What follows belongs to an exercise in optimizing a design on an open flow for small area, a short achievable clock period and few clock cycles per item; a production flow would make more cautious choices.
The RTL was checked by simulation tests, not by an equivalence proof against the original design.
Power figures rest on the tool's default switching activity, not on a simulated workload.

--- design.v ---
`timescale 1ns / 1ps
`default_nettype none
module wtmh_ram #(
   parameter int Width = 8,
   parameter int Depth = 64
) (
   input  wire logic                     clock,
   input  wire logic                     wr_en,
   input  wire logic [$clog2(Depth)-1:0] addr,
   input  wire logic [Width-1:0]         wr_data,
   output logic      [Width-1:0]         rd_data
);
   logic [Width-1:0] mem [Depth];
   always_ff @(posedge clock) begin
      if (wr_en) begin
         mem[addr] <= wr_data;
      end
      rd_data <= mem[addr];
   end
endmodule
`default_nettype wire
`timescale 1ns / 1ps
`default_nettype none
module wtmh_front (
   input  wire logic        clock,
   input  wire logic        reset,
   input  wire logic        req_valid,
   output logic             req_ready,
   input  wire logic [38:0] req_data,
   output logic             cmd_valid,
   input  wire logic        cmd_ready,
   output logic [38:0]      cmd_data
);
   logic [38:0] q_ff [2];
   logic [38:0] q_in [2];
   logic [1:0]  cnt_ff, cnt_in;
   logic        push, pop;
   assign req_ready = (cnt_ff != 2'd2);
   assign cmd_valid = (cnt_ff != 2'd0);
   assign cmd_data  = q_ff[0];
   assign push      = req_valid && req_ready;
   assign pop       = cmd_valid && cmd_ready;
   always_comb begin
      q_in[0] = q_ff[0];
      q_in[1] = q_ff[1];
      cnt_in  = cnt_ff;
      if (pop) begin
         q_in[0] = q_ff[1];
         cnt_in  = cnt_in - 2'd1;
      end
      if (push) begin
         if (cnt_in[0]) q_in[1] = req_data;
         else           q_in[0] = req_data;
         cnt_in = cnt_in + 2'd1;
      end
   end
   always_ff @(posedge clock) begin
      if (reset) begin
         cnt_ff <= '0;
      end else begin
         cnt_ff <= cnt_in;
      end
      q_ff[0] <= q_in[0];
      q_ff[1] <= q_in[1];
   end
endmodule
`default_nettype wire
`timescale 1ns / 1ps
`default_nettype none
module wtmh_back #(
   parameter int Capacity = 64
) (
   input  wire logic        clock,
   input  wire logic        reset,
   input  wire logic        cmd_valid,
   output logic             cmd_ready,
   input  wire logic [38:0] cmd_data,
   output logic             rsp_valid,
   input  wire logic        rsp_ready,
   output logic [5:0]       rsp_head_handle,
   output logic [31:0]      rsp_head_key,
   output logic [6:0]       rsp_count,
   output logic [1:0]       rsp_status
);
   localparam int HandleW    = 6;
   localparam int NumHandles = 1 << HandleW;
   localparam int KeyW       = 32;
   localparam int CountW     = 7;
   localparam int SlotW = (Capacity > 1) ? $clog2(Capacity) : 1;
   localparam int CntW  = $clog2(Capacity + 1);
   localparam int EntW  = KeyW + HandleW;
   localparam logic [1:0] ST_OK      = 2'd0;
   localparam logic [1:0] ST_FULL    = 2'd1;
   localparam logic [1:0] ST_ABSENT  = 2'd2;
   localparam logic [1:0] ST_PRESENT = 2'd3;
   localparam logic MODE_INSERT = 1'b0;
   localparam logic [3:0] S_IDLE    = 4'd0;
   localparam logic [3:0] S_RM_CHK  = 4'd1;
   localparam logic [3:0] S_UP_RD   = 4'd2;
   localparam logic [3:0] S_UP_WT   = 4'd3;
   localparam logic [3:0] S_UP_CMP  = 4'd4;
   localparam logic [3:0] S_SWAP_A  = 4'd5;
   localparam logic [3:0] S_LAST_RD = 4'd6;
   localparam logic [3:0] S_LAST_WT = 4'd7;
   localparam logic [3:0] S_LAST_WR = 4'd8;
   localparam logic [3:0] S_DN_RDL  = 4'd9;
   localparam logic [3:0] S_DN_RDR  = 4'd10;
   localparam logic [3:0] S_DN_WT   = 4'd11;
   localparam logic [3:0] S_DN_CMP  = 4'd12;
   localparam logic [3:0] S_DONE    = 4'd13;
   function automatic logic earlier(input logic [KeyW-1:0] a, input logic [KeyW-1:0] b);
      logic [KeyW-1:0] d;
      d = a - b;
      earlier = d[KeyW-1];
   endfunction
   logic [3:0]         state_ff, state_in;
   logic [CntW-1:0]    count_ff, count_in;
   logic [SlotW-1:0]   pos_ff, pos_in, oth_ff, oth_in;
   logic [KeyW-1:0]    cur_key_ff, cur_key_in, head_key_ff, head_key_in;
   logic [HandleW-1:0] cur_hd_ff, cur_hd_in, head_hd_ff, head_hd_in;
   logic [EntW-1:0]    left_ff, left_in;
   logic               force_ff, force_in, has_r_ff, has_r_in;
   logic [1:0]         status_ff, status_in;
   logic               rsp_v_ff, rsp_v_in;
   logic [NumHandles-1:0] pres_ff, pres_in;
   logic               c_mode;
   logic [HandleW-1:0] c_handle;
   logic [KeyW-1:0]    c_key;
   logic               ram_we;
   logic [SlotW-1:0]   ram_addr;
   logic [EntW-1:0]    ram_wd, ram_rd;
   logic [KeyW-1:0]    rd_key;
   logic [HandleW-1:0] rd_hd;
   logic [SlotW-1:0]   parent;
   logic [SlotW:0]     lchild;
   logic               map_we;
   logic [HandleW-1:0] map_addr;
   logic [SlotW-1:0]   map_wd, map_rd;
   wtmh_ram #(.Width(EntW), .Depth(1 << SlotW)) u_slots (
      .clock(clock), .wr_en(ram_we), .addr(ram_addr), .wr_data(ram_wd), .rd_data(ram_rd)
   );
   wtmh_ram #(.Width(SlotW), .Depth(NumHandles)) u_map (
      .clock(clock), .wr_en(map_we), .addr(map_addr), .wr_data(map_wd), .rd_data(map_rd)
   );
   assign c_mode   = cmd_data[38];
   assign c_handle = cmd_data[37:32];
   assign c_key    = cmd_data[31:0];
   assign rd_key = ram_rd[KeyW-1:0];
   assign rd_hd  = ram_rd[EntW-1:KeyW];
   assign parent = (pos_ff - SlotW'(1)) >> 1;
   assign lchild = {pos_ff, 1'b1};
   assign cmd_ready = (state_ff == S_IDLE) && !rsp_v_ff;
   assign rsp_valid = rsp_v_ff;
   assign rsp_head_handle = (count_ff != '0) ? head_hd_ff : '0;
   assign rsp_head_key    = (count_ff != '0) ? head_key_ff : '0;
   assign rsp_count       = CountW'(count_ff);
   assign rsp_status      = status_ff;
   always_comb begin
      state_in = state_ff;  count_in = count_ff;  pos_in = pos_ff;  oth_in = oth_ff;
      cur_key_in = cur_key_ff;  cur_hd_in = cur_hd_ff;
      head_key_in = head_key_ff;  head_hd_in = head_hd_ff;
      left_in = left_ff;  force_in = force_ff;  has_r_in = has_r_ff;
      status_in = status_ff;  rsp_v_in = rsp_v_ff;
      pres_in = pres_ff;
      ram_we = 1'b0;  ram_addr = pos_ff;  ram_wd = {cur_hd_ff, cur_key_ff};
      map_we = 1'b0;  map_addr = cur_hd_ff;  map_wd = pos_ff;
      if (rsp_valid && rsp_ready) rsp_v_in = 1'b0;
      case (state_ff)
         S_IDLE: begin
            map_addr = c_handle;
            if (cmd_valid && cmd_ready) begin
               status_in = ST_OK;
               if (c_mode == MODE_INSERT) begin
                  if (pres_ff[c_handle]) begin
                     status_in = ST_PRESENT;  state_in = S_DONE;
                  end else if (count_ff >= CntW'(Capacity)) begin
                     status_in = ST_FULL;  state_in = S_DONE;
                  end else begin
                     pos_in = SlotW'(count_ff);  count_in = count_ff + CntW'(1);
                     cur_key_in = c_key;  cur_hd_in = c_handle;
                     pres_in[c_handle] = 1'b1;
                     force_in = 1'b0;
                     state_in = S_UP_RD;
                  end
               end else begin
                  if (!pres_ff[c_handle]) begin
                     status_in = ST_ABSENT;  state_in = S_DONE;
                  end else begin
                     pres_in[c_handle] = 1'b0;
                     cur_hd_in = c_handle;
                     state_in = S_RM_CHK;
                  end
               end
            end
         end
         S_RM_CHK: begin
            if (CntW'(map_rd) == (count_ff - CntW'(1))) begin
               count_in = count_ff - CntW'(1);
               state_in = S_DONE;
            end else begin
               pos_in = map_rd;
               cur_key_in = head_key_ff - KeyW'(1);
               force_in = 1'b1;
               count_in = count_ff - CntW'(1);
               state_in = S_UP_RD;
            end
         end
         S_UP_RD: begin
            ram_we = 1'b1;  ram_addr = pos_ff;
            map_we = 1'b1;  map_addr = cur_hd_ff;  map_wd = pos_ff;
            if (pos_ff == '0) begin
               head_key_in = cur_key_ff;  head_hd_in = cur_hd_ff;
               state_in = force_ff ? S_LAST_RD : S_DONE;
            end else begin
               state_in = S_UP_WT;
            end
         end
         S_UP_WT: begin
            ram_addr = parent;  state_in = S_UP_CMP;
         end
         S_UP_CMP: begin
            if (force_ff || earlier(cur_key_ff, rd_key)) begin
               ram_we = 1'b1;  ram_addr = pos_ff;  ram_wd = ram_rd;
               map_we = 1'b1;  map_addr = rd_hd;  map_wd = pos_ff;
               pos_in = parent;
               state_in = S_UP_RD;
            end else begin
               state_in = S_DONE;
            end
         end
         S_LAST_RD: begin
            ram_addr = SlotW'(count_ff);  state_in = S_LAST_WT;
         end
         S_LAST_WT: begin
            ram_addr = SlotW'(count_ff);  state_in = S_LAST_WR;
         end
         S_LAST_WR: begin
            cur_key_in = rd_key;  cur_hd_in = rd_hd;  pos_in = '0;
            head_key_in = rd_key;  head_hd_in = rd_hd;
            ram_we = 1'b1;  ram_addr = '0;  ram_wd = ram_rd;
            map_we = 1'b1;  map_addr = rd_hd;  map_wd = '0;
            state_in = S_DN_RDL;
         end
         S_DN_RDL: begin
            if ((SlotW+1)'(lchild) >= (SlotW+1)'(count_ff)) begin
               state_in = S_DONE;
            end else begin
               ram_addr = lchild[SlotW-1:0];
               has_r_in = ((SlotW+1)'(lchild) + 1'b1) < (SlotW+1)'(count_ff);
               state_in = S_DN_RDR;
            end
         end
         S_DN_RDR: begin
            ram_addr = lchild[SlotW-1:0] + SlotW'(1);
            left_in = ram_rd;  state_in = S_DN_WT;
         end
         S_DN_WT: begin
            oth_in = lchild[SlotW-1:0];
            if (has_r_ff && earlier(rd_key, left_ff[KeyW-1:0])) begin
               left_in = ram_rd;
               oth_in = lchild[SlotW-1:0] + SlotW'(1);
            end
            state_in = S_DN_CMP;
         end
         S_DN_CMP: begin
            if (earlier(left_ff[KeyW-1:0], cur_key_ff)) begin
               ram_we = 1'b1;  ram_addr = pos_ff;  ram_wd = left_ff;
               map_we = 1'b1;  map_addr = left_ff[EntW-1:KeyW];  map_wd = pos_ff;
               if (pos_ff == '0) begin
                  head_key_in = left_ff[KeyW-1:0];  head_hd_in = left_ff[EntW-1:KeyW];
               end
               pos_in = oth_ff;
               state_in = S_SWAP_A;
            end else begin
               state_in = S_DONE;
            end
         end
         S_SWAP_A: begin
            ram_we = 1'b1;  ram_addr = pos_ff;
            map_we = 1'b1;  map_addr = cur_hd_ff;  map_wd = pos_ff;
            state_in = S_DN_RDL;
         end
         S_DONE: begin
            rsp_v_in = 1'b1;  state_in = S_IDLE;
         end
         default: state_in = S_IDLE;
      endcase
   end
   always_ff @(posedge clock) begin
      if (reset) begin
         state_ff <= S_IDLE;  count_ff <= '0;  pres_ff <= '0;  rsp_v_ff <= 1'b0;
      end else begin
         state_ff <= state_in;  count_ff <= count_in;  pres_ff <= pres_in;
         rsp_v_ff <= rsp_v_in;
      end
      pos_ff <= pos_in;  oth_ff <= oth_in;  cur_key_ff <= cur_key_in;  cur_hd_ff <= cur_hd_in;
      head_key_ff <= head_key_in;  head_hd_ff <= head_hd_in;  left_ff <= left_in;
      force_ff <= force_in;  has_r_ff <= has_r_in;  status_ff <= status_in;
   end
endmodule
`default_nettype wire
`timescale 1ns / 1ps
`default_nettype none
module wraparound_timer_min_heap #(
   parameter int CAPACITY = 64
) (
   input  wire logic        clock,
   input  wire logic        reset,
   input  wire logic        req_valid,
   output logic             req_ready,
   input  wire logic [0:0]  req_mode,
   input  wire logic [5:0]  req_handle,
   input  wire logic [31:0] req_key,
   output logic             rsp_valid,
   input  wire logic        rsp_ready,
   output logic [5:0]       rsp_head_handle,
   output logic [31:0]      rsp_head_key,
   output logic [6:0]       rsp_count,
   output logic [1:0]       rsp_status
);
   logic        cmd_valid, cmd_ready;
   logic [38:0] cmd_data;
   wtmh_front u_front (
      .clock(clock), .reset(reset),
      .req_valid(req_valid), .req_ready(req_ready), .req_data({req_mode, req_handle, req_key}),
      .cmd_valid(cmd_valid), .cmd_ready(cmd_ready), .cmd_data(cmd_data)
   );
   wtmh_back #(.Capacity(CAPACITY)) u_back (
      .clock(clock), .reset(reset),
      .cmd_valid(cmd_valid), .cmd_ready(cmd_ready), .cmd_data(cmd_data),
      .rsp_valid(rsp_valid), .rsp_ready(rsp_ready),
      .rsp_head_handle(rsp_head_handle), .rsp_head_key(rsp_head_key),
      .rsp_count(rsp_count), .rsp_status(rsp_status)
   );
endmodule
`default_nettype wire
--- run.sh ---
#!/bin/bash
# synth_recipe.tcl (not shown) runs the flow's synth.tcl, then flattens the netlist and writes it again
# the make line also repeats each setting of config.mk as NAME=value (left out here)
make -C /OpenROAD-flow-scripts/flow DESIGN_CONFIG=/design/flow/config.mk WORK_HOME=/design/flow/orfs CLKGATE_MAP_FILE= SYNTH_SCRIPT=/design/flow/synth_recipe.tcl finish
--- config.mk ---
export PLATFORM = sky130hd
export DESIGN_NAME = wraparound_timer_min_heap
export DESIGN_NICKNAME = wraparound_timer_min_heap
export VERILOG_FILES = /design/flow/design.v
export SDC_FILE = /design/flow/constraint.sdc
export NUM_CORES = 4
export LEC_CHECK = 0
export CAP_MARGIN = 20
export CORE_MARGIN = 2
export CORE_UTILIZATION = 45
export PLACE_DENSITY = 0.6
export SLEW_MARGIN = 20
--- constraint.sdc ---
create_clock -name core_clock -period 10.0 [get_ports {clock}]
set_input_delay 2.0000 -clock core_clock [delete_from_list [all_inputs] [get_ports {clock}]]
set_output_delay 2.0000 -clock core_clock [all_outputs]
set_load 0.01 [all_outputs]
==> run summary <==
- H-tree depth: 5
- Final HPWL DP: between 200 and 250 mm
- Num CTS Buffers: 330
- Initial Utilization: 45.3%
- Post-layout instance area: about 0.15 mm^2
- RR Endpoint: u_back.u_slots.rd_data[17]
- Post-cts hold buffer count: 0
- Worst Hold Depth: 2
- Initial antenna violation count: 33
- Fraction of layout cells with a size suffix above 1: under 10%
- GPL Wtd Cong: about 0.96
- Worst setup EP type: register
- Final Hold Vio Count: 0
- Post-CTS sizing: 0
- Grt ovf: 0
- Area delta synth->final: 12.8%
- Die Ht: around 540 um
- Critical R2R Launch: u_back.pos_ff[0]
- Max Freq: 0.146 GHz
- Worst slew pin tran: between 1000 and 1500 ps
- Vias in the first global route: slightly above 80000
- Placement Rows: about 200
- Area contributors post-synth: edfxtp_1 69%, nand2_1 7.2%, nand3_1 3.0%
- Post-synth top cells: 2985 x edfxtp_1, 2484 x nand2_1, 765 x nand3_1, 456 x a21oi_1, 370 x buf_2
- Die area: around 0.29 mm^2
- Area leader, netlist: edfxtp_1
- DR WL/cell: between 30 and 40 um
- Crit-path max FO: 35
- Clock root cell: clkbuf_16
- IO Port Bufs: 91
- Max rail drop VDD: ~0.48 mV
- RSZ-0062 raised after global routing: no
- Setup Fix Bufs, Post-CTS: 0
- Fill cell count: between 20000 and 25000
- Clock Sinks: about 3100
- Drt pass-1 iters: 10
- Yosys cell types: 98
- FF-to-FF path depth: 18
- Sequential area share after synthesis: 71.9%
- Most frequent cell after synthesis: edfxtp_1
- Via count: 87900
- Power density over the cells: 389 mW/mm^2
- Clk latency of the worst-skew pair: roughly 950 ps
- Kind of critical path: register to register
- Slew margin rel.: between 10% and 20%
- Register bit count reported by yosys: ~3100
- Antenna Violating Nets Remaining: 0
- Critical Path RT: approximately 11000 ps
- Asr flop ratio synth: 0%
- Detailed-route DRC error count: 0
- Post-Syn Area per Cell: approximately 13 um^2
- Worst-path clk slew: ~70 ps
- Placeable Area: around 0.29 mm^2
- Placed cell count: 13400
- Largest net degree at the start of global routing: 197
- Maximum clock insertion buffer count: 4
- Tot GR Track Use: 28.6%
- CTS tree: done
- Area after DPL: 0.135 mm^2
- Pins over their slew limit: 0
- # IOs: between 90 and 100
- Hold Crit Class: register to register
- Count of final setup violators: 0
- Max-Cap Viols: 0
- Via density per instance: 6.26
- Die X: 540 um
- Hold_ws: a little under 500 ps
- DRT iter0 DRCs: approximately 14000
- CP startpoint kind: register
- Total Wirelength: around 430 mm
- Share of the synthesized area in the top cell type: between 60% and 70%
- Final period utilization: about two thirds
- Prevailing post-synth register cell: edfxtp_1
- Setup_tns: 0 ps
- Mapped Cells: approximately 10000
- Yosys Warn Count: 6
- Clock skew: roughly 72 ps
- Leakage: between 0.04 and 0.05 uW
- Total chip power: 56600 uW
- Post-synth EDFFs: between 2000 and 3000
- Worst Path Arrival: 7600 ps
- Mapped cell area: 0.129 mm^2
- Minimum clock period: around 6900 ps
- Final nets: approximately 10000
- First-pass GRT wire length: just over 600 mm
- Status: finished clean
- Finished Layout Cells: 14000
- R2R setup slack: 3140 ps
- Net Count, Synth: ~10000
area by class of cell:
| cell class | count | area (um^2) | share of cell area (%) |
|---|---|---|---|
| sequential | 3146 | 92900 | 63.8 |
| timing repair buffer | 362 | 3240 | 2.23 |
| inverter | 154 | 593 | 0.408 |
| clock inverter | 188 | 1890 | 1.30 |
| multi-input combinational | 6008 | 33400 | 22.9 |
| tap | 3762 | 4710 | 3.23 |
| clock buffer | 421 | 8810 | 6.06 |
| antenna | 8 | 20.0 | 0.0138 |
kinds of logic (layout without fill, tap and decap cells):
logic type / after synthesis / after routing / synth area share [%]
flops: 3146 / 3146 / 71.9
compound gates: 1677 / 1677 / 9.13
xor+xnor: 65 / 65 / 0.441
mux: 83 / 83 / 0.852
simple gates: 4067 / 4067 / 13.6
fa+ha+maj: 116 / 116 / 1.12
other cells: 0 / 8 / 0
buf+inv: 841 / 1125 / 2.96
registers in the layout, indices dropped and copies added (netlist names), 7 cells and up, named ones only:
name	count
u_back.u_slots.mem	2432
u_back.cur_key_ff	32
u_back.head_key_ff	32
u_back.u_map.mem	384
u_back.u_slots.rd_data	38
u_back.count_ff	7
u_back.left_ff	38
u_front.q_ff	78
cell usage in the layout, fill, tap and decap left out, types with 104 or more instances in the layout:
master     Yosys  layout
a21oi_1      456     454
and3_1       211     211
nand3_1      765     763
o22ai_1      112     111
a31oi_1      204     199
inv_1        152     124
a311oi_1     285     274
dfxtp_1      161     158
a221oi_1     111     111
edfxtp_1    2985    2985
nor2_1       332     256
clkbuf_16      0     334
ha_1         116     115
o21ai_0      106     104
buf_4         28     246
nand2_1     2484    2474
worst max path at each step:
stage	start	end	slack (ps)	depth (start not counted)
4_1_cts	u_back.pos_ff[0]	u_back.u_slots.rd_data[19]	2850	17
3_5_place_dp	u_back.pos_ff[0]	u_back.u_slots.rd_data[19]	2830	17
2_1_floorplan	u_front.q_ff[0][32]	u_back.cur_key_ff[0]	3490	10
3_3_place_gp	u_back.pos_ff[0]	u_back.u_slots.rd_data[17]	2520	14
5_1_grt	u_back.pos_ff[0]	u_back.u_slots.rd_data[17]	3090	18
6_report	u_back.pos_ff[0]	u_back.u_slots.rd_data[17]	3140	18
report_power, final:
group	switching, uW	internal, uW	total [uW]
Combinational	19400	6100	25500
Sequential	895	18000	18900
Clock	5270	6960	12200
Total	25500	31100	56600
critical path: stages, from the launching register on:
cell	delay, ps
edfxtp_1	610
inv_1	240
ha_1	340
nand2b_1	140
a21boi_1	180
o21a_1	130
o21ai_1	120
a21oi_1	790
o31ai_1	270
a21oi_4	200
buf_4	700
nand2_1	110
buf_4	270
nor2_2	640
nand2_1	380
o22ai_1	730
nor4_2	130
buf_4	220
o21ai_0	380
through the flow:
stage,utilization [%],setup WS [ps]
final,51.0,3140
after global routing,51.0,3090
after CTS,51.0,2850
after detailed placement,47.2,2830
after global placement,47.2,2520
after floorplan,-,3490
routing by layer:
layer	global-route usage [%]	share of wire (%)	vias to the layer above
met5	0	0.050	-
met1	39.9	39	43900
li1	-	-	37400
met3	7.94	13	999
met4	12.9	4.9	30
met2	41.7	43	5513
Testbench counts, summed over its fixed seeds: cycles 313,651, items 16,000.

-- afterwards: timing with drivers on the ports --
No port has a modelled driver above. Below, the same layout with a new extraction and two added sets of constraints. Step 1 (the two cells are an assumption about what drives the block):
set clk [get_ports {clock}]
set_driving_cell -lib_cell sky130_fd_sc_hd__clkbuf_16 $clk
set_driving_cell -lib_cell sky130_fd_sc_hd__buf_2 [delete_from_list [all_inputs] $clk]
Step 2 also shifts input and output timing later by t, the mid clock arrival at the registers, as if the neighbouring blocks saw the same clock. Three values: ideal ports, drivers, drivers and shift; two values: the first two.
shift t [ns]: 1.012
setup slack, ns: 3.143 / 3.143 / 3.143
hold slack, ns: 0.489 / 0.489 / 0.489
After both steps setup and hold are still met in this run. The setup slack of this run moves by 0.000 ns with the drivers and by 0.000 ns with both steps.
